Context: an optimization exercise on an open-source flow, tuned for small area and a short achievable clock period. The choices shown serve that exercise and are no tape-out recipe.
Only simulation tests tie the RTL to the original design; equivalence was not proved.
Power figures rest on the tool's default switching activity, not on a simulated workload.

**design/flow/constraint.sdc**
```tcl
create_clock -name core_clock -period 140.0 [get_ports {clk}]
set_input_delay 28.0000 -clock core_clock [delete_from_list [all_inputs] [get_ports {clk}]]
set_output_delay 28.0000 -clock core_clock [all_outputs]
set_load 0.01 [all_outputs]
```
**design/flow/config.mk**
```make
export PLATFORM = sky130hd
export DESIGN_NAME = snoop_fifo_param
export DESIGN_NICKNAME = snoop_fifo_param
export VERILOG_FILES = /design/flow/design.v
export SDC_FILE = /design/flow/constraint.sdc
export NUM_CORES = 4
export LEC_CHECK = 0
export CAP_MARGIN = 20
export CORE_MARGIN = 2
export CORE_UTILIZATION = 60
export CTS_CLUSTER_SIZE = 30
export SLEW_MARGIN = 20
export SYNTH_HIERARCHICAL = 1
```
**design/flow/design.v**
```verilog
package snoop_fifo_pkg;
    localparam int unsigned MAX_AW = 16;
endpackage
module sf_aoi222 (input logic a0, b0, a1, b1, a2, b2, output logic y);
    assign y = ~((a0 & b0) | (a1 & b1) | (a2 & b2));
endmodule
module sf_nand4 (input logic a, b, c, d, output logic y);
    assign y = ~(a & b & c & d);
endmodule
module sf_nor4 (input logic a, b, c, d, output logic y);
    assign y = ~(a | b | c | d);
endmodule
module sf_or4 (input logic a, b, c, d, output logic y);
    assign y = a | b | c | d;
endmodule
module sf_and2 (input logic a, b, output logic y);
    assign y = a & b;
endmodule
module sf_xnor2 (input logic a, b, output logic y);
    assign y = ~(a ^ b);
endmodule
module snoop_fifo_match (
    input  logic [23:0] m,
    output logic [4:0]  cnt,
    output logic        any,
    output logic [4:0]  idx
);
    logic pc_1;
    logic pc_2;
    logic pc_3;
    logic pc_4;
    logic pc_5;
    logic pc_6;
    logic pc_7;
    logic pc_8;
    logic pc_9;
    logic pc_10;
    logic pc_11;
    logic pc_12;
    logic pc_13;
    logic pc_14;
    logic pc_15;
    logic pc_16;
    logic pc_17;
    logic pc_18;
    logic pc_19;
    logic pc_20;
    logic pc_21;
    logic pc_22;
    logic pc_23;
    logic pc_24;
    logic pc_25;
    logic pc_26;
    logic pc_27;
    logic pc_28;
    logic pc_29;
    logic pc_30;
    logic pc_31;
    logic pc_32;
    logic pc_33;
    logic pc_34;
    logic pc_35;
    logic pc_36;
    logic pc_37;
    logic pc_38;
    logic pc_39;
    logic pc_40;
    logic pc_41;
    logic pc_42;
    logic pc_43;
    logic pc_44;
    assign pc_1 = m[0] ^ m[1] ^ m[2];
    assign pc_2 = (m[0] & m[1]) | (m[0] & m[2]) | (m[1] & m[2]);
    assign pc_3 = m[3] ^ m[4] ^ m[5];
    assign pc_4 = (m[3] & m[4]) | (m[3] & m[5]) | (m[4] & m[5]);
    assign pc_5 = m[6] ^ m[7] ^ m[8];
    assign pc_6 = (m[6] & m[7]) | (m[6] & m[8]) | (m[7] & m[8]);
    assign pc_7 = m[9] ^ m[10] ^ m[11];
    assign pc_8 = (m[9] & m[10]) | (m[9] & m[11]) | (m[10] & m[11]);
    assign pc_9 = m[12] ^ m[13] ^ m[14];
    assign pc_10 = (m[12] & m[13]) | (m[12] & m[14]) | (m[13] & m[14]);
    assign pc_11 = m[15] ^ m[16] ^ m[17];
    assign pc_12 = (m[15] & m[16]) | (m[15] & m[17]) | (m[16] & m[17]);
    assign pc_13 = m[18] ^ m[19] ^ m[20];
    assign pc_14 = (m[18] & m[19]) | (m[18] & m[20]) | (m[19] & m[20]);
    assign pc_15 = m[21] ^ m[22] ^ m[23];
    assign pc_16 = (m[21] & m[22]) | (m[21] & m[23]) | (m[22] & m[23]);
    assign pc_17 = pc_1 ^ pc_3 ^ pc_5;
    assign pc_18 = (pc_1 & pc_3) | (pc_1 & pc_5) | (pc_3 & pc_5);
    assign pc_19 = pc_7 ^ pc_9 ^ pc_11;
    assign pc_20 = (pc_7 & pc_9) | (pc_7 & pc_11) | (pc_9 & pc_11);
    assign pc_21 = pc_13 ^ pc_15 ^ pc_17;
    assign pc_22 = (pc_13 & pc_15) | (pc_13 & pc_17) | (pc_15 & pc_17);
    assign pc_23 = pc_19 ^ pc_21;
    assign pc_24 = pc_19 & pc_21;
    assign pc_25 = pc_2 ^ pc_4 ^ pc_6;
    assign pc_26 = (pc_2 & pc_4) | (pc_2 & pc_6) | (pc_4 & pc_6);
    assign pc_27 = pc_8 ^ pc_10 ^ pc_12;
    assign pc_28 = (pc_8 & pc_10) | (pc_8 & pc_12) | (pc_10 & pc_12);
    assign pc_29 = pc_14 ^ pc_16 ^ pc_18;
    assign pc_30 = (pc_14 & pc_16) | (pc_14 & pc_18) | (pc_16 & pc_18);
    assign pc_31 = pc_20 ^ pc_25 ^ pc_27;
    assign pc_32 = (pc_20 & pc_25) | (pc_20 & pc_27) | (pc_25 & pc_27);
    assign pc_33 = pc_22 ^ pc_29 ^ pc_31;
    assign pc_34 = (pc_22 & pc_29) | (pc_22 & pc_31) | (pc_29 & pc_31);
    assign pc_35 = pc_24 ^ pc_33;
    assign pc_36 = pc_24 & pc_33;
    assign pc_37 = pc_26 ^ pc_28 ^ pc_30;
    assign pc_38 = (pc_26 & pc_28) | (pc_26 & pc_30) | (pc_28 & pc_30);
    assign pc_39 = pc_32 ^ pc_34 ^ pc_37;
    assign pc_40 = (pc_32 & pc_34) | (pc_32 & pc_37) | (pc_34 & pc_37);
    assign pc_41 = pc_36 ^ pc_39;
    assign pc_42 = pc_36 & pc_39;
    assign pc_43 = pc_38 ^ pc_40 ^ pc_42;
    assign pc_44 = (pc_38 & pc_40) | (pc_38 & pc_42) | (pc_40 & pc_42);
    assign cnt = {pc_44, pc_43, pc_41, pc_35, pc_23};
    logic [31:0] any0;
    assign any0 = 32'(m);
    logic [15:0] any1;
    logic [15:0][0:0] idx1;
    logic [7:0] any2;
    logic [7:0][1:0] idx2;
    logic [3:0] any3;
    logic [3:0][2:0] idx3;
    logic [1:0] any4;
    logic [1:0][3:0] idx4;
    logic [0:0] any5;
    logic [0:0][4:0] idx5;
    always_comb begin
        for (int i = 0; i < 16; i++) begin
            any1[i] = any0[2*i+1] | any0[2*i];
            idx1[i] = any0[2*i+1];
        end
        for (int i = 0; i < 8; i++) begin
            any2[i] = any1[2*i+1] | any1[2*i];
            idx2[i] = any1[2*i+1] ? {1'b1, idx1[2*i+1]} : {1'b0, idx1[2*i]};
        end
        for (int i = 0; i < 4; i++) begin
            any3[i] = any2[2*i+1] | any2[2*i];
            idx3[i] = any2[2*i+1] ? {1'b1, idx2[2*i+1]} : {1'b0, idx2[2*i]};
        end
        for (int i = 0; i < 2; i++) begin
            any4[i] = any3[2*i+1] | any3[2*i];
            idx4[i] = any3[2*i+1] ? {1'b1, idx3[2*i+1]} : {1'b0, idx3[2*i]};
        end
        for (int i = 0; i < 1; i++) begin
            any5[i] = any4[2*i+1] | any4[2*i];
            idx5[i] = any4[2*i+1] ? {1'b1, idx4[2*i+1]} : {1'b0, idx4[2*i]};
        end
    end
    assign any = any5[0];
    assign idx = idx5[0];
endmodule
module snoop_fifo_param #(
    parameter int unsigned WIDTH   = 64,
    parameter int unsigned DEPTH   = 48,
    parameter int unsigned KEY_W   = 16,
    parameter int unsigned KEY_LSB = 0,
    parameter int unsigned AW      = $clog2(DEPTH)
) (
    input  logic             clk,
    input  logic             rst,
    input  logic [WIDTH-1:0] wdata,
    input  logic             wvalid,
    output logic             wready,
    output logic [WIDTH-1:0] rdata,
    output logic             rvalid,
    input  logic             rready,
    input  logic [KEY_W-1:0] sdata,
    input  logic             svalid,
    output logic             sresp_valid,
    output logic             smatch,
    output logic [AW-1:0]    sage,
    output logic [AW:0]      shits,
    output logic [AW:0]      count
);
    localparam int unsigned NG = DEPTH / 3;     
    localparam int unsigned NK = KEY_W / 4;     
    localparam int unsigned HALF = DEPTH / 2;   
    localparam int unsigned HW = 5;             
    logic [DEPTH-2:0][WIDTH-1:0] mem;      
    logic                        push;
    logic                        pop;
    logic [DEPTH-1:0]            sel;
    logic [DEPTH-1:0][WIDTH-1:0] src;
    logic [WIDTH-1:0]            rd_d;
    logic [WIDTH-1:0]            rd_q;
    logic [DEPTH-1:0][KEY_W-1:0] key;
    logic [DEPTH-1:0]            occ;
    logic [DEPTH-1:0]            eq;
    logic [HW-1:0]               cnt_lo, cnt_hi, cnt_lo_q, cnt_hi_q;
    logic [HW-1:0]               idx_lo, idx_hi;
    logic                        any_lo, any_hi;
    logic [AW-1:0]               age_lo, age_hi, age_lo_q, age_hi_q;
    logic                        v_q, match_q, any_hi_q;
    assign wready = (count != (AW+1)'(DEPTH));
    assign rvalid = (count != '0);
    assign push   = wvalid & wready;
    assign pop    = rvalid & rready;
    always_ff @(posedge clk or posedge rst) begin
        if (rst) begin
            count <= '0;
        end else begin
            case ({push, pop})
                2'b10:   count <= count + (AW+1)'(1);
                2'b01:   count <= count - (AW+1)'(1);
                default: count <= count;
            endcase
        end
    end
    always_ff @(posedge clk) begin
        if (push)
            mem <= {mem[DEPTH-3:0], wdata};
    end
    always_comb begin
        sel[0] = (count < (AW+1)'(2));
        for (int unsigned i = 1; i < DEPTH; i++)
            sel[i] = (count == (AW+1)'(i + 1));
        for (int unsigned i = 0; i < DEPTH; i++)
            occ[i] = (count > (AW+1)'(i));
    end
    assign src[0] = wdata;
    for (genvar i = 1; i < DEPTH; i++) begin : g_src
        assign src[i] = mem[i-1];
    end
    for (genvar b = 0; b < WIDTH; b++) begin : g_rd
        logic [NG-1:0]   t;
        logic [NG/4-1:0] u;
        for (genvar j = 0; j < NG; j++) begin : g_t
            sf_aoi222 u_t (
                .a0(src[3*j][b]),   .b0(sel[3*j]),
                .a1(src[3*j+1][b]), .b1(sel[3*j+1]),
                .a2(src[3*j+2][b]), .b2(sel[3*j+2]),
                .y (t[j])
            );
        end
        for (genvar j = 0; j < NG/4; j++) begin : g_u
            sf_nand4 u_u (.a(t[4*j]), .b(t[4*j+1]), .c(t[4*j+2]), .d(t[4*j+3]), .y(u[j]));
        end
        sf_or4 u_o (.a(u[0]), .b(u[1]), .c(u[2]), .d(u[3]), .y(rd_d[b]));
    end
    always_ff @(posedge clk) begin
        if (pop || !rvalid)
            rd_q <= rd_d;
    end
    assign rdata = rd_q;
    always_comb begin
        for (int unsigned i = 0; i < DEPTH - 1; i++)
            key[i] = mem[i][KEY_LSB +: KEY_W];
        key[DEPTH-1] = rd_q[KEY_LSB +: KEY_W];
    end
    for (genvar i = 0; i < DEPTH; i++) begin : g_eq
        logic [KEY_W-1:0] x;
        logic [NK-1:0]    n;
        logic             e;
        for (genvar b = 0; b < KEY_W; b++) begin : g_x
            sf_xnor2 u_x (.a(key[i][b]), .b(sdata[b]), .y(x[b]));
        end
        for (genvar j = 0; j < NK; j++) begin : g_n
            sf_nand4 u_n (.a(x[4*j]), .b(x[4*j+1]), .c(x[4*j+2]), .d(x[4*j+3]), .y(n[j]));
        end
        sf_nor4 u_e (.a(n[0]), .b(n[1]), .c(n[2]), .d(n[3]), .y(e));
        sf_and2 u_m (.a(e), .b(occ[i]), .y(eq[i]));
    end
    snoop_fifo_match u_lo (.m(eq[HALF-1:0]),     .cnt(cnt_lo), .any(any_lo), .idx(idx_lo));
    snoop_fifo_match u_hi (.m(eq[DEPTH-1:HALF]), .cnt(cnt_hi), .any(any_hi), .idx(idx_hi));
    assign age_lo = AW'(count - (AW+1)'(1) - (AW+1)'(idx_lo));
    assign age_hi = AW'(count - (AW+1)'(1 + HALF) - (AW+1)'(idx_hi));
    always_ff @(posedge clk or posedge rst) begin
        if (rst) begin
            v_q      <= 1'b0;
            match_q  <= 1'b0;
            any_hi_q <= 1'b0;
            cnt_lo_q <= '0;
            cnt_hi_q <= '0;
            age_lo_q <= '0;
        end else begin
            v_q      <= svalid;
            match_q  <= svalid & (any_lo | any_hi);
            any_hi_q <= svalid & any_hi;
            cnt_lo_q <= svalid ? cnt_lo : '0;
            cnt_hi_q <= svalid ? cnt_hi : '0;
            age_lo_q <= (svalid & any_lo) ? age_lo : '0;
        end
    end
    always_ff @(posedge clk) begin
        age_hi_q <= age_hi;
    end
    assign sresp_valid = v_q;
    assign smatch      = match_q;
    assign sage        = any_hi_q ? age_hi_q : age_lo_q;
    assign shits       = (AW+1)'(cnt_lo_q) + (AW+1)'(cnt_hi_q);
endmodule
```
**design/flow/run.sh**
```bash
#!/bin/bash
# synth_recipe.tcl (not shown) runs the flow's synth.tcl, then flattens the netlist and writes it again
# the make line also repeats each setting of config.mk as NAME=value (left out here)
make -C /OpenROAD-flow-scripts/flow DESIGN_CONFIG=/design/flow/config.mk WORK_HOME=/design/flow/orfs CLKGATE_MAP_FILE= SYNTH_SCRIPT=/design/flow/synth_recipe.tcl finish
```
==> summary.txt, run 1 <==
Power
  • Internal Dissipation: 1.73 mW
  • PwrDens: 17.5 nW/µm²
  • Final Total Pwr: 2.34 mW
  • VDD IR max: 13.7 µV
  • Switch Pwr: 0.613 mW
  • Flop pwr share: 52.0%
  • Clock power share: 34.4%
  • Leak: 43.6 nW
  • Sw frac: 26.2%
  • Gate power share: 13.6%

Critical path
  • CP Depth: 9
  • Startpoint Class: primary input
  • Most used cell, CP: buf_4
  • Crit-path max FO: 198
  • Worst reg-to-reg setup slack: 131.41 ns
  • CP Class: in -> reg
  • Delay-heaviest family, CP: buffers and inverters
  • Slowest CP cell: buf_4
  • Reg2reg end: mem[1342]
  • Worst r2r path cells: 11
  • CP endpoint kind: flop
  • Worst Path Buf+Inv: 8
  • Worst r2r src: count[3]
  • Critical path arrival: 34.98 ns
  • CP required: 140.54 ns
  • Highest cell delay on the worst timing path: 0.94 ns
  • Worst-path cell chain: clkdlybuf4s50_1, nand2_1, inv_8, buf_4, buf_4, buf_4, buf_12, buf_4, buf_12

Die
  • Core area: 195000 µm²
  • Num rows: 162
  • Die H: 448 µm
  • Starting Density: 60.5%
  • Die ar.: 200000 µm²
  • Die width: 448 µm
  • I/O pins: 173

Logic synthesis
  • Synth Register Bits: 3104
  • Synthesis warning total: 8
  • Number of synthesized flops with an enable pin: 3072
  • Post-synthesis cell area: 118000 µm²
  • Post-synthesis cell count: 6080
  • Netlist cell types: 54
  • Largest area contributor in the netlist: edfxtp_1
  • Post-synthesis area per instance: 19.4 µm²
  • Dominant synthesized flop cell: edfxtp_1
  • Yosys top cell area share: 78.1%
  • Async S/R FF share, synth: 0.838%
  • Synth top area cells: edfxtp_1 78%, a222oi_1 8.7%, xnor2_1 5.8%
  • Register area share after synthesis: 78.8%
  • Mapped Nets: 6245

Layout
  • Multi-input gate area: 24700 µm²
  • Filler Cells Inserted: 12800
  • Share of layout cells above drive strength 1: 9.67%
  • FF+latch area: 93000 µm²
  • NumNets Final: 6827
  • Synth-to-layout area growth: 13.4%
  • Cell area after layout: 134000 µm²

Min path
  • Hold Path End: mem[987]
  • Hold path depth: 0
  • Origin of the worst min-delay path: mem[923]
  • Hold WC Path Type: reg -> reg

Clocking
  • Clk pin slew, worst setup/hold paths: 0.06 ns
  • Later-pin clock latency in the skew report: 0.94 ns
  • H-tree depth: 5
  • Post-CTS Setup Bufs: 0
  • # hold bufs at CTS: 0
  • CTS tree: done
  • Clk sink count: 3104
  • Resized cells post-CTS: 0
  • Root Buffer: clkbuf_16
  • Worst-case clock buffer depth: 4
  • CTS Buf Count: 325

Drt
  • Routed WL per cell: 33.0 µm
  • Vias per Instance: 7.12
  • Vias: 67800
  • DR iter-0 viols: 13400
  • Number of remaining DRC errors: 0
  • ANT nets after route: 0
  • 1st-pass router iterations: 12
  • Routed wire length: 314000 µm

GRT
  • Largest net degree at the start of global routing: 215
  • First-pass GRT wire length: 452000 µm
  • Initial antenna violation count: 26
  • Grt ovf: 0
  • Total track usage: 31.1%
  • Vias in the first global route: 65700

Timing
  • Slew of the pin with the lowest slew margin: 1.19 ns
  • Worst clock skew: 0.0375 ns
  • # setup viols final: 0
  • Crit share post-route: 24.6%
  • Crit path time final: 34.44 ns
  • Final Hold Fails: 0
  • RSZ-0062 raised after global routing: no
  • Relative slew slack: 20.9%
  • Max Clock Freq: 29.0 MHz
  • Final worst-path setup slack: 105.57 ns
  • Setup TNS: 0 ns
  • Final Slew Violations: 0

Job
  • Total of max-cap violations: 0

Placed design
  • RePlAce Congestion: 0.919
  • Post-place setup slack: 104.77 ns
  • IO Port Bufs: 171
  • HPWL after DPL: 184000 µm
  • DP Area: 124000 µm²

Run status
  • Outcome: no timing/DRC/antenna violations
-- per-module statistics from Yosys, one instance, submodules excluded --
module            cells  times used  flops+latches
snoop_fifo_match    100           2              0
sf_or4                1          64              0
snoop_fifo_param   3480           1           3104
sf_xnor2              1         768              0
sf_nand4              1         448              0
sf_aoi222             1        1024              0
sf_nor4               1          48              0
sf_and2               1          48              0
-- cells by family after synthesis --
group | count (synthesis) | synth area share, %
DFF | 3104 | 78.8
AOI/OAI and AO/OA | 1118 | 9.16
and+or+nand+nor | 827 | 4.44
xor gates and xnor gates | 788 | 5.84
buffers and inverters | 154 | 0.599
adders and majority gates | 80 | 1.11
muxes | 8 | 0.0763
other | 1 | 0.00318
-- cell usage in the layout, fill, tap and decap left out, types with 6 or more instances in the layout --
cell type           n
nand3_1            13
clkinv_2           40
mux2_2              6
inv_1              96
buf_12              6
dfxtp_1             6
clkbuf_1           80
nand4_1           448
nor4_2             52
fa_1               41
clkinv_1           79
or4_1              64
and2_1             59
xnor2_1           781
buf_4             127
nand2b_1            8
clkbuf_16         334
nand2_1            60
xor2_1              7
nor2b_1             7
clkdlybuf4s50_1   155
ha_1               39
a222oi_1         1024
nor2_1             45
diode_2             8
o21ai_0            35
bufinv_16          15
nor2_4             37
nor3_2              7
dfrtp_1            26
edfxtp_1         3072
a21oi_1            21
buf_2              16
a21o_1             17
-- sequential cells by signal (all words and copies together), names as in the netlist --
register and cells:
cnt_hi_q 5, any_hi_q 1, v_q 1, age_lo_q 6, cnt_lo_q 5, count 7, rd_q 64, mem 3008
age_hi_q 6, match_q 1
-- area by class of cell --
cell class              instances  share of cell area (%)
flip-flops and latches       3104                    69.5
clock inverters               139                   0.748
multi-input cells            2822                    18.4
clock buffers                 415                    6.48
inverters                     100                   0.287
well taps                    2624                    2.45
repair buffers                309                    2.09
diodes                          8                  0.0150
-- per-layer routing --
layer,track usage [%],share of wire [%]
met3,5.82,11
met1,44.1,38
met5,0,0.020
met4,12.5,4.0
met2,48.2,47
-- power by group through the flow --
stage	sequential [mW]	combinational, mW	clock, mW
after global routing	1.23	0.336	0.851
after floorplan	1.31	0.170	0
after CTS	1.22	0.315	0.817
final	1.22	0.319	0.804
after detailed placement	1.23	0.314	0
after global placement	1.23	0.312	0
-- metrics by stage --
step	utilization (%)	hold WS (ns)	cells
4_1_cts	68.5	0.435	9511
3_3_place_gp	63.6	0.429	8956
6_report	68.6	0.430	9521
5_1_grt	68.6	0.448	9516
3_5_place_dp	63.6	0.431	8957
2_1_floorplan	-	0.426	6080
-- Yosys cell counts (3+ instances only) --
| cell type | n |
|---|---|
| a21o_1 | 17 |
| a21oi_1 | 21 |
| a222oi_1 | 1024 |
| and2_1 | 59 |
| and3_1 | 5 |
| and4_1 | 3 |
| buf_2 | 10 |
| buf_4 | 27 |
| clkbuf_1 | 14 |
| dfrtp_1 | 26 |
| dfxtp_1 | 6 |
| edfxtp_1 | 3072 |
| fa_1 | 41 |
| ha_1 | 39 |
| inv_1 | 98 |
| mux2_2 | 6 |
| nand2_1 | 60 |
| nand2b_1 | 9 |
| nand3_1 | 13 |
| nand4_1 | 448 |
| nor2_1 | 81 |
| nor2b_1 | 7 |
| nor3_1 | 8 |
| nor4_2 | 52 |
| o21a_1 | 3 |
| o21ai_0 | 35 |
| o21ai_1 | 3 |
| or2_1 | 3 |
| or3_1 | 3 |
| or4_1 | 64 |
| xnor2_1 | 781 |
| xor2_1 | 7 |
-- how the worst max path moves through the flow --
stage / start / end / slack (ns)
after CTS: wvalid / mem[2526] / 105.81
after global routing: wvalid / mem[2143] / 105.21
after detailed placement: wvalid / mem[2529] / 104.77
final: wvalid / mem[1342] / 105.57
after floorplan: wvalid / mem[0] / 78.31
after global placement: wvalid / mem[2401] / 105.00
==> inputs of run 2 (changes only) <==
==> design/flow/flow/run.sh (new file) <==
#!/bin/bash
# The standard layout (standard.sh: the ORFS flow and synthesis, unchanged steps),
# with two make settings that only change how hard the tools work:
#  - BUFFER_PORTS_ARGS: the port buffers are buf_2 cells rather than the default delay cells.
# make's full output goes to standard.log; ORFS keeps each step's own log under orfs/logs/.
set -euo pipefail
cd "$(dirname "$0")/.."
bash standard.sh SETUP_SLACK_MARGIN=109 "BUFFER_PORTS_ARGS=-buffer_cell sky130_fd_sc_hd__buf_2" finish > standard.log 2>&1
==> design/flow/standard.sh (new file) <==
#!/bin/bash
# synth_recipe.tcl (not shown) runs the flow's synth.tcl, then flattens the netlist and writes it again
# the make line also repeats each setting of config.mk as NAME=value (left out here)
make -C /OpenROAD-flow-scripts/flow DESIGN_CONFIG=/design/flow/config.mk WORK_HOME=/design/flow/orfs CLKGATE_MAP_FILE= SYNTH_SCRIPT=/design/flow/synth_recipe.tcl "${@:-finish}"
removed: design/flow/run.sh
==> run 2 against run 1 <==
  * Final cell count up 1.4%
  * Register-to-register slack better by 3.0 ns
  * Sequential share of layout area down 1.8 points
  * Routed wire length up 7.4%
  * Sequential power about the same
  * Critical path depth up 8
  * Design area up 2.7%
  * Global-route usage up 2.1 points
  * Die area unchanged
  * First-iteration DRC count up 11%
  * Via count up 3.4%
  * Total power up 0.58%
  * Critical path type unchanged
  * Critical endpoint is now cnt_lo_q[3]
  * Largest cell class unchanged
  * Largest power group unchanged
==> summary.txt, run 2 <==
Run status
  • Outcome: no timing/DRC/antenna violations

Die
  • Die width: 448 µm (unchanged)
  • Starting Density: 60.5% (unchanged)
  • Core area: 195000 µm² (unchanged)
  • Die ar.: 200000 µm² (unchanged)
  • Num rows: 162 (unchanged)
  • Die H: 448 µm (unchanged)
  • I/O pins: 173 (unchanged)

Drt
  • Vias per Instance: 7.26 (+2.0%)
  • 1st-pass router iterations: 15 (+3)
  • DR iter-0 viols: 15000 (+11%)
  • ANT nets after route: 0 (unchanged)
  • Routed wire length: 338000 µm (+7.4%)
  • Number of remaining DRC errors: 0 (unchanged)
  • Vias: 70100 (+3.4%)
  • Routed WL per cell: 35.0 µm (+5.9%)

Power
  • VDD IR max: 13.4 µV (-2.5%)
  • PwrDens: 17.1 nW/µm² (-2.1%)
  • Final Total Pwr: 2.35 mW (+0.58%)
  • Leak: 46.2 nW (+6.0%)

Timing
  • Crit path time final: 31.64 ns (-2.80 ns)
  • Slew of the pin with the lowest slew margin: 1.29 ns (+0.102 ns)
  • Setup TNS: 0 ns (unchanged)
  • RSZ-0062 raised after global routing: yes
  • Max Clock Freq: 31.6 MHz (+8.8%)
  • Final Hold Fails: 0 (unchanged)
  • Worst clock skew: 0.0620 ns (+0.0245 ns)
  • Relative slew slack: 14.1% (-6.8 points)
  • Crit share post-route: 22.6% (-2.0 points)
  • Final Slew Violations: 0 (unchanged)
  • # setup viols final: 0 (unchanged)

Logic synthesis
  • Post-synthesis cell count: 6080 (unchanged)
  • Netlist cell types: 54 (unchanged)
  • Yosys top cell area share: 78.1% (unchanged)
  • Post-synthesis cell area: 118000 µm² (unchanged)
  • Mapped Nets: 6245 (unchanged)
  • Synth Register Bits: 3104 (unchanged)
  • Dominant synthesized flop cell: edfxtp_1
  • Synthesis warning total: 8 (unchanged)
  • Largest area contributor in the netlist: edfxtp_1
  • Top-count cell post-synth: edfxtp_1
  • Async S/R FF share, synth: 0.838% (unchanged)
  • Synth top area cells: edfxtp_1 78%, a222oi_1 8.7%, xnor2_1 5.8%
  • Most frequent cells after synthesis: 3072 x edfxtp_1, 1024 x a222oi_1, 781 x xnor2_1
  • Register area share after synthesis: 78.8% (unchanged)
  • Number of synthesized flops with an enable pin: 3072 (unchanged)
  • Post-synthesis area per instance: 19.4 µm² (unchanged)

Clocking
  • Worst-case clock buffer depth: 4 (unchanged)
  • Root Buffer: clkbuf_16
  • H-tree depth: 5 (unchanged)
  • Clk pin slew, worst setup/hold paths: 0.06 ns (about the same)
  • Later-pin clock latency in the skew report: 0.95 ns (about the same)
  • Clk sink count: 3104 (unchanged)
  • # hold bufs at CTS: 0 (unchanged)
  • CTS Buf Count: 324 (-0.31%)
  • CTS tree: done

Critical path
  • CP endpoint kind: flop
  • Critical path arrival: 32.48 ns (-2.50 ns)
  • Worst r2r path cells: 15 (+4)
  • Crit-path max FO: 10 (-95%)
  • Crit. Startpoint: sdata[9]
  • Most used cell, CP: fa_1
  • Reg2reg end: cnt_lo_q[3]
  • Slowest CP cell: fa_1
  • Worst reg-to-reg setup slack: 134.39 ns (+2.98 ns)
  • Worst-path cell chain: buf_16, buf_16, buf_4, xnor2_2, nand4_1, nor4_4, and2_4, fa_1, inv_1, fa_1, fa_1, fa_2, inv_2, fa_1, ha_4, fa_2, and2_1
  • CP Class: in -> reg
  • Worst r2r src: count[0]
  • Startpoint Class: primary input
  • CP required: 140.85 ns (+0.31 ns)
  • Highest cell delay on the worst timing path: 0.55 ns (-0.39 ns)

Placed design
  • IO Port Bufs: 171 (unchanged)
  • HPWL after DPL: 187000 µm (+1.2%)
  • RePlAce Congestion: 0.910 (-1.0%)

GRT
  • Largest net degree at the start of global routing: 213 (-0.93%)
  • Initial antenna violation count: 30 (+15%)
  • Grt ovf: 0 (unchanged)
  • First-pass GRT wire length: 475000 µm (+4.9%)
  • Total track usage: 33.2% (+2.1 points)
  • Vias in the first global route: 66900 (+1.8%)

Min path
  • Hold WC Path Type: reg -> reg
  • Hold Path End: mem[1745]
  • Hold path depth: 0 (unchanged)
  • Origin of the worst min-delay path: mem[1681]

Layout
  • Final Util: 70.4% (+1.9 points)
  • Largest Register: mem
  • Biggest regs: mem: 3008 flops, rd_q: 64 flops, count: 7 flops
  • NumNets Final: 6954 (+1.9%)
  • Synth-to-layout area growth: 16.4%
  • Commonest cells after routing, fill and taps aside: 3072 x edfxtp_1, 1024 x a222oi_1, 696 x xnor2_1
  • Share of layout cells above drive strength 1: 16.1% (+6.4 points)
  • Max FFs per register: 3008 (unchanged)
  • Commonest non-fill, non-tap cell in the layout: edfxtp_1

Job
  • Total of max-cap violations: 0 (unchanged)
==> run 2: critical path: cells and delay by family <==
family	cells	cell delay [ns]
AND/OR/NAND/NOR	4	0.97
adder cells (fa/ha/maj)	7	2.74
buffers and inverters	5	0.58
XOR/XNOR	1	0.14
==> run 2: final cells by class <==
class,count,area (µm²)
sequential,3104,93000
fill,12400,57700
multi-input combinational,2822,26000
clock buffer,399,8580
timing repair buffer,436,5050
tap,2624,3280
clock inverter,154,1080
inverter,100,403
antenna,12,30.0
timing repair inverter,1,16.3
==> run 2: how the worst max path moves through the flow <==
stage                              to  slack [ns]  depth (start not counted)
after detailed placement    mem[2746]      103.26                         11
after global placement      mem[2545]      103.64                         11
after global routing      cnt_hi_q[3]      108.30                         16
final                     cnt_lo_q[3]      108.36                         17
after CTS                 cnt_hi_q[3]      108.44                         16
after floorplan                mem[0]      105.17                          2
==> run 2: kinds of logic (layout without fill, tap and decap cells) <==
kind of cell | Yosys count | after routing | share of synthesized area, %
compound gates | 1118 | 1118 | 9.16
xor+xnor | 788 | 788 | 5.84
fa+ha+maj | 80 | 80 | 1.11
buf+inv | 154 | 1090 | 0.599
flops | 3104 | 3104 | 78.8
mux | 8 | 8 | 0.0763
other cells | 1 | 13 | 0.00318
simple gates | 827 | 827 | 4.44
==> run 2: power by group <==
group / internal (mW) / switching, mW / leakage [nW]
clock network: 0.460 / 0.343 / 4.75
registers: 1.15 / 0.0610 / 30.5
logic: 0.112 / 0.222 / 11.0
total: 1.73 / 0.627 / 46.2
==> run 2: stage by stage <==
step                      setup slack (ns)  hold WS (ns)  cell area (µm²)  std cells
final                               108.36         0.422           138000       9652
after global routing                108.30         0.430           137000       9645
after CTS                           108.44         0.422           137000       9603
after detailed placement            103.26         0.431           124000       8959
after global placement              103.64         0.429           123000       8952
after floorplan                     105.17         0.426           118000       6080
==> run 2: metal layers <==
| layer | global-route usage (%) | wire length, µm | up-vias |
|---|---|---|---|
| met5 | 0 | 54 | - |
| met4 | 13.9 | 15100 | 8 |
| met3 | 7.93 | 43600 | 659 |
| met2 | 49.4 | 152000 | 4882 |
| met1 | 47.5 | 126000 | 36100 |
| li1 | - | - | 28500 |
==> run 2: Yosys stat by module (local to each module, per instance), excerpt <==
module            area [µm²]  flip-flops and latches  copies in the design  cells inside
sf_xnor2                8.76                       0                   768             1
sf_nand4                6.26                       0                   448             1
sf_aoi222               10.0                       0                  1024             1
snoop_fifo_param       95200                    3104                     1          3480
snoop_fifo_match         850                       0                     2           100
sf_and2                 6.26                       0                    48             1
sf_nor4                 12.5                       0                    48             1
==> run 2: what timing repair did <==
action | in CTS | in global routing
resized for setup | 308 | 99
setup buffers | 36 | 29
pin swaps | 87 | 61
endpoints found under the setup margin | 1366 | 243
cloned | 55 | 6
==> inputs of run 3 (changes only) <==
--- a/design/flow/design.v
+++ b/design/flow/design.v
@@ -191,21 +191,26 @@
     logic [HW-1:0]               cnt_lo, cnt_hi, cnt_lo_q, cnt_hi_q;
     logic [HW-1:0]               idx_lo, idx_hi;
     logic                        any_lo, any_hi;
-    logic [AW-1:0]               age_lo, age_hi, age_lo_q, age_hi_q;
-    logic                        v_q, match_q, any_hi_q;
-    assign wready = (count != (AW+1)'(DEPTH));
-    assign rvalid = (count != '0);
-    assign push   = wvalid & wready;
-    assign pop    = rvalid & rready;
+    logic [AW-1:0]               age_lo, age_hi;
+    logic [AW:0]                 count_d;
+    assign push = wvalid & wready;
+    assign pop  = rvalid & rready;
+    always_comb begin
+        case ({push, pop})
+            2'b10:   count_d = count + (AW+1)'(1);
+            2'b01:   count_d = count - (AW+1)'(1);
+            default: count_d = count;
+        endcase
+    end
     always_ff @(posedge clk or posedge rst) begin
         if (rst) begin
-            count <= '0;
+            count  <= '0;
+            wready <= 1'b1;
+            rvalid <= 1'b0;
         end else begin
-            case ({push, pop})
-                2'b10:   count <= count + (AW+1)'(1);
-                2'b01:   count <= count - (AW+1)'(1);
-                default: count <= count;
-            endcase
+            count  <= count_d;
+            wready <= (count_d != (AW+1)'(DEPTH));
+            rvalid <= (count_d != '0);
         end
     end
     always_ff @(posedge clk) begin
@@ -268,26 +273,18 @@
     assign age_hi = AW'(count - (AW+1)'(1 + HALF) - (AW+1)'(idx_hi));
     always_ff @(posedge clk or posedge rst) begin
         if (rst) begin
-            v_q      <= 1'b0;
-            match_q  <= 1'b0;
-            any_hi_q <= 1'b0;
-            cnt_lo_q <= '0;
-            cnt_hi_q <= '0;
-            age_lo_q <= '0;
+            sresp_valid <= 1'b0;
+            smatch      <= 1'b0;
+            sage        <= '0;
+            cnt_lo_q    <= '0;
+            cnt_hi_q    <= '0;
         end else begin
-            v_q      <= svalid;
-            match_q  <= svalid & (any_lo | any_hi);
-            any_hi_q <= svalid & any_hi;
-            cnt_lo_q <= svalid ? cnt_lo : '0;
-            cnt_hi_q <= svalid ? cnt_hi : '0;
-            age_lo_q <= (svalid & any_lo) ? age_lo : '0;
-        end
-    end
-    always_ff @(posedge clk) begin
-        age_hi_q <= age_hi;
-    end
-    assign sresp_valid = v_q;
-    assign smatch      = match_q;
-    assign sage        = any_hi_q ? age_hi_q : age_lo_q;
-    assign shits       = (AW+1)'(cnt_lo_q) + (AW+1)'(cnt_hi_q);
-endmodule
+            sresp_valid <= svalid;
+            smatch      <= svalid & (any_lo | any_hi);
+            sage        <= !svalid ? '0 : any_hi ? age_hi : any_lo ? age_lo : '0;
+            cnt_lo_q    <= svalid ? cnt_lo : '0;
+            cnt_hi_q    <= svalid ? cnt_hi : '0;
+        end
+    end
+    assign shits = (AW+1)'(cnt_lo_q) + (AW+1)'(cnt_hi_q);
+endmodule
--- a/design/flow/config.mk
+++ b/design/flow/config.mk
@@ -8,6 +8,7 @@
 export CAP_MARGIN = 20
 export CORE_MARGIN = 2
 export CORE_UTILIZATION = 60
-export CTS_CLUSTER_SIZE = 30
+export CTS_CLUSTER_DIAMETER = 100
+export CTS_CLUSTER_SIZE = 24
 export SLEW_MARGIN = 20
 export SYNTH_HIERARCHICAL = 1
==> run 3 against run 2 <==
  * Design area decreased by 4.7%
  * Total power shrank 16%
  * Die area is essentially flat
  * Largest power group unchanged
  * Sequential share of layout area increased by 3.2 points
  * Critical path type unchanged
  * Clock power is about 40% lower
  * Largest cell class unchanged
  * Non-clock buffer count decreased by 31
  * Count of clock-buffer cells in the layout fell by 234
==> summary.txt, run 3 <==
Drt
  • Number of remaining DRC errors: 0 (unchanged)
  • DR iter-0 viols: 14500 (-3.2%)
  • 1st-pass router iterations: 14 (-1)
  • Vias per Instance: 7.31 (+0.67%)
  • Routed WL per cell: 34.4 µm (-1.6%)
  • Routed wire length: 318000 µm (-5.7%)
  • ANT nets after route: 0 (unchanged)
  • Vias: 67600 (-3.5%)

Logic synthesis
  • Most frequent cells after synthesis: 3072 x edfxtp_1, 1024 x a222oi_1, 776 x xnor2_1
  • Post-synthesis cell area: 118000 µm² (about the same)
  • Register area share after synthesis: 78.7% (about the same)
  • Post-synthesis cell count: 6083 (+0.049%)
  • Netlist cell types: 65 (+20%)
  • Synthesis warning total: 8 (unchanged)
  • Mapped Nets: 6249 (+0.064%)
  • Synth top area cells: edfxtp_1 78%, a222oi_1 8.7%, xnor2_1 5.8%
  • Number of synthesized flops with an enable pin: 3072 (unchanged)
  • Post-synthesis area per instance: 19.4 µm² (about the same)
  • Dominant synthesized flop cell: edfxtp_1
  • Top-count cell post-synth: edfxtp_1
  • Largest area contributor in the netlist: edfxtp_1
  • Synth Register Bits: 3099 (-0.16%)
  • Async S/R FF share, synth: 0.871% (+0.034 points)
  • Yosys top cell area share: 78.1% (about the same)

Power
  • Sw frac: 27.1% (+0.47 points)
  • PwrDens: 15.2 nW/µm² (-11%)
  • Internal Dissipation: 1.45 mW (-16%)
  • Switch Pwr: 0.539 mW (-14%)
  • Clock power share: 24.3% (-9.8 points)
  • VDD IR max: 13.0 µV (-2.4%)
  • Leak: 42.8 nW (-7.2%)
  • Flop pwr share: 60.7% (+9.1 points)
  • Gate power share: 15.0% (+0.8 points)
  • Final Total Pwr: 1.99 mW (-16%)

Placed design
  • DP Area: 124000 µm² (about the same)
  • RePlAce Congestion: 0.923 (+1.4%)
  • IO Port Bufs: 171 (unchanged)
  • Placed Instances: 8961 (+0.022%)
  • HPWL after DPL: 185000 µm (-0.98%)

Critical path
  • CP endpoint kind: flop
  • Crit-path max FO: 6 (-4)
  • Worst r2r path cells: 16 (+1)
  • Startpoint Class: primary input
  • Critical path arrival: 32.59 ns (+0.11 ns)
  • CP required: 140.78 ns (-0.07 ns)
  • CP Class: in -> reg

Clocking
  • Worst-case clock buffer depth: 3 (-1)
  • Later-pin clock latency in the skew report: 0.84 ns (-0.11 ns)
  • CTS Buf Count: 148 (-54%)
  • Root Buffer: clkbuf_16
  • Clk pin slew, worst setup/hold paths: 0.09 ns (+0.03 ns)
  • H-tree depth: 4 (-1)
  • Clk sink count: 3099 (-0.16%)
  • CTS tree: done
  • # hold bufs at CTS: 0 (unchanged)

Die
  • Core area: 195000 µm² (unchanged)
  • I/O pins: 173 (unchanged)
  • Num rows: 162 (unchanged)
  • Die width: 448 µm (about the same)
  • Die H: 448 µm (about the same)
  • Starting Density: 60.5% (about the same)
  • Die ar.: 200000 µm² (about the same)

Timing
  • Final Hold Fails: 0 (unchanged)
  • Crit path time final: 31.82 ns (+0.179 ns)
  • Setup TNS: 0 ns (unchanged)
  • Worst clock skew: 0.0300 ns (-0.0320 ns)
  • Crit share post-route: 22.7% (+0.13 points)
  • Final Slew Violations: 0 (unchanged)
  • Slew of the pin with the lowest slew margin: 1.15 ns (-0.136 ns)
  • Relative slew slack: 22.4% (+8.4 points)
  • # setup viols final: 0 (unchanged)
  • Max Clock Freq: 31.4 MHz (-0.56%)
  • RSZ-0062 raised after global routing: yes

Min path
  • Hold path depth: 0 (unchanged)
  • Hold WC Path Type: reg -> reg

GRT
  • Grt ovf: 0 (unchanged)
  • First-pass GRT wire length: 452000 µm (-4.7%)
  • Total track usage: 31.2% (-2.0 points)
  • Largest net degree at the start of global routing: 236 (+11%)
  • Vias in the first global route: 64600 (-3.5%)
  • Initial antenna violation count: 30 (unchanged)

Job
  • Total of max-cap violations: 0 (unchanged)

Layout
  • Largest Register: mem
  • Biggest regs: mem: 3008 flops, rd_q: 64 flops, count: 7 flops
  • Share of layout cells above drive strength 1: 12.6% (-3.5 points)
  • Filler Cells Inserted: 13100 (+6.1%)
  • Commonest non-fill, non-tap cell in the layout: edfxtp_1
  • Final std cells w/o fill: 9248 (-4.2%)
  • Cell area after layout: 131000 µm² (-4.7%)
  • NumNets Final: 6752 (-2.9%)
  • Max FFs per register: 3008 (unchanged)
  • Commonest cells after routing, fill and taps aside: 3072 x edfxtp_1, 1024 x a222oi_1, 729 x xnor2_1
  • Synth-to-layout area growth: 11.0%

Run status
  • Outcome: no timing/DRC/antenna violations
==> run 3: changes by cell type after synthesis, moves of 4 or more <==
cell	before	now
a21oi_1	21	14
nor3_1	8	19
mux2_2	6	2
nand2_1	60	65
dfxtp_1	6	0
nor2b_1	7	15
and2_1	59	63
xnor2_1	781	776
buf_2	10	4
nor2_1	81	70
==> run 3: what timing repair did <==
action,CTS,global route
endpoints found under the setup margin,2003,712
gates resized for setup,201,122
buffers inserted,14,33
cloned,40,10
pin swaps,76,77
==> run 3: cells by family after synthesis <==
family                   count (synthesis)  synth area share [%]
flip-flops                            3099                  78.7
AO/OA/AOI/OAI                         1120                  9.21
AND/OR/NAND/NOR                        848                  4.56
XOR/XNOR                               780                  5.79
buffers and inverters                  148                 0.573
adder cells (fa/ha/maj)                 81                  1.12
multiplexers                             6                0.0551
other                                    1               0.00318
==> run 3: per-stage QoR <==
| stage | hold WS [ns] | util [%] | worst slack [ns] |
|---|---|---|---|
| global route | 0.430 | 67.2 | 108.15 |
| floorplan | 0.426 | - | 64.90 |
| CTS | 0.424 | 66.6 | 108.27 |
| finish | 0.436 | 67.2 | 108.18 |
| detailed placement | 0.431 | 63.3 | 104.38 |
| global placement | 0.428 | 63.3 | 104.71 |
==> run 3: path summary, 6_finish.rpt <==
| path | slack, ns | startpoint | to |
|---|---|---|---|
| max | 108.18 | sdata[4] | cnt_lo_q[3] |
| min | 0.44 | mem[1266] | mem[1330] |
| max reg2reg | 133.59 | count[1] | cnt_hi_q[3] |
| min reg2reg | 0.44 | mem[1266] | mem[1330] |
| max in group asynchronous | 112.42 | rst | wready |
| min in group asynchronous | 27.20 | rst | cnt_hi_q[1] |
==> run 3: modules after synthesis, one instance, submodules excluded <==
module / flops+latches / copies in the design
sf_aoi222: 0 / 1024
sf_nand4: 0 / 448
sf_or4: 0 / 64
snoop_fifo_match: 0 / 2
sf_and2: 0 / 48
sf_nor4: 0 / 48
sf_xnor2: 0 / 768
snoop_fifo_param: 3099 / 1
==> run 3: layer usage <==
layer | up-vias | wire (µm) | track usage, % | share of wire, %
li1 | 27900 | - | - | -
met2 | 4196 | 149000 | 48.4 | 47
met3 | 416 | 36400 | 5.76 | 11
met4 | 12 | 8710 | 8.44 | 2.7
met1 | 35100 | 124000 | 46.0 | 39
met5 | - | 157 | 0.317 | 0.049
==> run 3: area by class of cell <==
cell class	instances	area [µm²]	area share, %
Sequential cell	3099	92900	70.9
Multi-Input combinational cell	2836	25800	19.7
Timing Repair Buffer	405	4600	3.51
Clock buffer	165	3930	3.00
Tap cell	2624	3280	2.50
Inverter	96	364	0.278
Clock inverter	13	194	0.148
Antenna cell	10	25.0	0.0191
==> run 3: critical path, cell delays in order <==
cell	delay (ns)
buf_16	0.13
buf_16	0.16
buf_4	0.15
xnor2_1	0.15
nand4_1	0.24
nor4_2	0.39
and2_1	0.28
fa_1	0.20
inv_1	0.06
fa_1	0.57
fa_1	0.46
fa_2	0.40
inv_2	0.06
fa_1	0.45
ha_4	0.18
fa_2	0.55
and2_1	0.12
==> run 3: power by group through the flow <==
| stage | combinational [mW] | sequential, mW | clock, mW |
|---|---|---|---|
| global placement | 0.274 | 1.22 | 0 |
| global route | 0.313 | 1.22 | 0.521 |
| detailed placement | 0.275 | 1.22 | 0 |
| CTS | 0.289 | 1.20 | 0.493 |
| finish | 0.298 | 1.21 | 0.483 |
| floorplan | 0.156 | 1.33 | 0 |
==> inputs of run 4 (changes only) <==
==> design/flow/run.sh (new file) <==
#!/bin/bash
# synth_recipe.tcl (not shown) runs the flow's synth.tcl, then flattens the netlist and writes it again
# the make line also repeats each setting of config.mk as NAME=value (left out here)
make -C /OpenROAD-flow-scripts/flow DESIGN_CONFIG=/design/flow/config.mk WORK_HOME=/design/flow/orfs CLKGATE_MAP_FILE= SYNTH_SCRIPT=/design/flow/synth_recipe.tcl finish
removed: design/flow/flow/run.sh
removed: design/flow/standard.sh
==> run 4 against run 3 <==
  * Still clean
  * Register-to-register slack got worse by 0.08 ns
  * Clock skew grew 0.0045 ns
  * Fmax shrank 5.3%
  * Worst setup slack lost 1.8 ns
  * Via count shrank 1.8%
  * Global-route usage is 0.55 points lower
  * Clock power decreased by 1%
  * Sequential share of layout area rose by 1.6 points
  * Synthesized cell count did not move
  * First-iteration DRC count shrank 3.2%
  * Routed wire length is 2.4% lower
==> summary.txt, run 4 <==
GRT
  • Grt ovf: 0 (unchanged)
  • Vias in the first global route: 64300 (-0.34%)
  • Largest net degree at the start of global routing: 238 (+0.85%)
  • Initial antenna violation count: 28 (-6.7%)
  • Total track usage: 30.7% (-0.55 points)
  • First-pass GRT wire length: 445000 µm (-1.6%)

Layout
  • Biggest regs: mem: 3008 flops, rd_q: 64 flops, count: 7 flops
  • Commonest non-fill, non-tap cell in the layout: edfxtp_1
  • Commonest cells after routing, fill and taps aside: 3072 x edfxtp_1, 1024 x a222oi_1, 776 x xnor2_1
  • Largest Register: mem
  • NumNets Final: 6660 (-1.4%)
  • Synth-to-layout area growth: 8.61%
  • Max FFs per register: 3008 (unchanged)
  • Share of layout cells above drive strength 1: 6.80% (-5.8 points)
  • Filler Cells Inserted: 13400 (+2.0%)

Critical path
  • Slowest CP cell: buf_4
  • CP endpoint kind: flop
  • Worst-path cell chain: clkdlybuf4s50_1, nand2_1, inv_8, buf_4, buf_4, buf_4, buf_6, buf_12, buf_16
  • Critical path arrival: 34.07 ns (+1.48 ns)
  • Worst r2r path cells: 8 (-8)
  • CP Class: in -> reg
  • CP required: 140.47 ns (-0.31 ns)
  • Crit-path max FO: 127 (+121)
  • Most used cell, CP: buf_4
  • Startpoint Class: primary input
  • Worst reg-to-reg setup slack: 133.51 ns (-0.08 ns)
  • Reg2reg end: mem[2209]
  • Highest cell delay on the worst timing path: 0.98 ns (+0.41 ns)
  • Worst r2r src: wready

Drt
  • ANT nets after route: 0 (unchanged)
  • Routed wire length: 311000 µm (-2.4%)
  • Vias: 66400 (-1.8%)
  • Routed WL per cell: 34.0 µm (-1.3%)
  • 1st-pass router iterations: 13 (-1)
  • Number of remaining DRC errors: 0 (unchanged)
  • DR iter-0 viols: 14000 (-3.2%)
  • Vias per Instance: 7.26 (-0.70%)

Logic synthesis
  • Top-count cell post-synth: edfxtp_1
  • Yosys top cell area share: 78.1% (unchanged)
  • Async S/R FF share, synth: 0.871% (unchanged)
  • Netlist cell types: 65 (unchanged)
  • Most frequent cells after synthesis: 3072 x edfxtp_1, 1024 x a222oi_1, 776 x xnor2_1
  • Synth Register Bits: 3099 (unchanged)
  • Post-synthesis cell area: 118000 µm² (unchanged)
  • Largest area contributor in the netlist: edfxtp_1
  • Post-synthesis cell count: 6083 (unchanged)
  • Dominant synthesized flop cell: edfxtp_1
  • Number of synthesized flops with an enable pin: 3072 (unchanged)
  • Synth top area cells: edfxtp_1 78%, a222oi_1 8.7%, xnor2_1 5.8%
  • Synthesis warning total: 8 (unchanged)
  • Post-synthesis area per instance: 19.4 µm² (unchanged)
  • Mapped Nets: 6249 (unchanged)
  • Register area share after synthesis: 78.7% (unchanged)

Min path
  • Hold path depth: 0 (unchanged)
  • Origin of the worst min-delay path: mem[24]
  • Hold WC Path Type: reg -> reg
  • Hold Path End: mem[88]

Timing
  • Setup TNS: 0 ns (unchanged)
  • Crit path time final: 33.60 ns (+1.78 ns)
  • Max Clock Freq: 29.8 MHz (-5.3%)
  • Relative slew slack: 19.8% (-2.7 points)
  • Slew of the pin with the lowest slew margin: 1.20 ns (+0.0509 ns)
  • Hold WS: 0.441 ns (+0.00509 ns)
  • Final Hold Fails: 0 (unchanged)
  • Final Slew Violations: 0 (unchanged)
  • # setup viols final: 0 (unchanged)
  • RSZ-0062 raised after global routing: no
  • Crit share post-route: 24.0% (+1.3 points)
  • Worst clock skew: 0.0345 ns (+0.00452 ns)

Clocking
  • Root Buffer: clkbuf_16
  • Clk pin slew, worst setup/hold paths: 0.09 ns (about the same)
  • Clk sink count: 3099 (unchanged)
  • # hold bufs at CTS: 0 (unchanged)
  • H-tree depth: 4 (unchanged)
  • Post-CTS Setup Bufs: 0 (-14)
  • Later-pin clock latency in the skew report: 0.84 ns (about the same)
  • CTS tree: done
  • Worst-case clock buffer depth: 3 (unchanged)
  • Resized cells post-CTS: 0 (-100%)
  • CTS Buf Count: 148 (unchanged)

Die
  • Die ar.: 200000 µm² (unchanged)
  • Die width: 448 µm (unchanged)
  • Starting Density: 60.5% (unchanged)
  • Core area: 195000 µm² (unchanged)
  • I/O pins: 173 (unchanged)
  • Num rows: 162 (unchanged)
  • Die H: 448 µm (unchanged)

Placed design
  • RePlAce Congestion: 0.937 (+1.4%)
  • HPWL after DPL: 186000 µm (+0.58%)
  • IO Port Bufs: 171 (unchanged)

Run status
  • Outcome: no timing/DRC/antenna violations

Power
  • Switch Pwr: 0.531 mW (-1.5%)
  • VDD IR max: 12.9 µV (-0.92%)
  • Sw frac: 26.9% (-0.25 points)
  • PwrDens: 15.4 nW/µm² (+1.6%)
  • Clock power share: 24.1% (-0.2 points)
  • Leak: 40.9 nW (-4.6%)
  • Internal Dissipation: 1.44 mW (-0.25%)
  • Gate power share: 14.8% (-0.2 points)
  • Flop pwr share: 61.0% (+0.3 points)

Job
  • Total of max-cap violations: 0 (unchanged)
[run 4: worst max-delay path, delay by kind of cell]
family / cells / cell delay (ns)
buffers and inverters: 8 / 5.36
and+or+nand+nor: 1 / 0.15
[run 4: per-module statistics from Yosys, one instance, submodules excluded]
module,copies in the design,flops+latches
sf_and2,48,0
sf_nor4,48,0
sf_or4,64,0
sf_xnor2,768,0
sf_aoi222,1024,0
snoop_fifo_param,1,3099
sf_nand4,448,0
snoop_fifo_match,2,0
[run 4: metal layers]
layer	routed length [µm]	global-route usage [%]	part of all wire (%)	vias up
li1	-	-	-	27600
met1	119000	43.1	38	34500
met2	147000	48.6	47	3846
met3	33700	6.42	11	464
met4	10700	9.52	3.4	14
met5	243	0.733	0.078	-
[run 4: kinds of logic after synthesis]
logic type | Yosys count | share of synthesized area [%]
buffers and inverters | 148 | 0.573
xor gates and xnor gates | 780 | 5.79
other | 1 | 0.00318
muxes | 6 | 0.0551
adders and majority gates | 81 | 1.12
and+or+nand+nor | 848 | 4.56
AOI/OAI and AO/OA | 1120 | 9.21
DFF | 3099 | 78.7
[run 4: layout make-up]
class	instances	area, µm²	area share [%]
Clock buffer	154	3790	2.96
Timing Repair Buffer	313	2830	2.20
Sequential cell	3099	92900	72.5
Inverter	96	368	0.287
Tap cell	2624	3280	2.56
Clock inverter	16	234	0.182
Antenna cell	9	22.5	0.0176
Multi-Input combinational cell	2836	24800	19.3
[run 4: how the worst max path moves through the flow]
stage,start,to,depth (start not counted)
after CTS,wvalid,mem[1519],8
after floorplan,wvalid,rvalid,9
after detailed placement,wvalid,mem[1528],8
after global routing,wvalid,mem[1817],9
after global placement,wvalid,mem[1528],8
final,wvalid,mem[2209],9
[run 4: per-stage QoR]
stage	setup WS (ns)	instances	cell area (µm²)	util, %	power, mW
global route	106.11	9141	128000	65.7	2.04
CTS	106.26	9137	128000	65.7	1.98
finish	106.40	9147	128000	65.7	1.98
global placement	105.63	8965	124000	63.6	1.51
floorplan	46.82	6083	118000	-	1.54
detailed placement	105.33	8967	124000	63.6	1.51
[run 4: power by group through the flow]
stage / combinational (mW) / sequential, mW / clock [mW]
floorplan: 0.156 / 1.39 / 0
global placement: 0.285 / 1.22 / 0
detailed placement: 0.286 / 1.22 / 0
CTS: 0.288 / 1.20 / 0.488
global route: 0.308 / 1.22 / 0.516
finish: 0.293 / 1.21 / 0.477

[separate check: timing with driven ports]
The flow's constraints put no driver on any port. The routed layouts listed below were extracted and timed again, unchanged, in two steps. Step 1 sets driving cells, clkbuf_16 on the clock port and buf_2 on the other inputs (assumed; they add their load-dependent delay and slew). Step 2, shift: input delay + t, output delay - t, t = (earliest + latest rising clock arrival at the registers) / 2. This alone moves slack from input paths to output paths. Slacks: ideal / step 1 / step 2; pairs: ideal / step 1.
| run | shift t [ns] | setup slack, ns | worst hold slack (ns) | worst setup path at the end | latest minus earliest clock arrival (ns) |
|---|---|---|---|---|---|
| run 1 | 1.008 | 105.565 / 105.626 / 104.618 | 0.430 / 0.430 / 0.430 | input to register | 0.049 / 0.048 |
| run 2 | 1.008 | 108.363 / 108.381 / 107.372 | 0.422 / 0.422 / 0.422 | input to register | 0.067 / 0.067 |
| run 3 | 0.916 | 108.184 / 108.209 / 107.293 | 0.436 / 0.436 / 0.436 | input to register | 0.038 / 0.038 |
| run 4 | 0.915 | 106.404 / 106.462 / 105.548 | 0.441 / 0.441 / 0.441 | input to register | 0.044 / 0.043 |
After both steps every run listed still meets setup and hold. For run 2, which loses most, drivers alone change the setup slack by +0.018 ns; drivers and shift together by -0.991 ns.
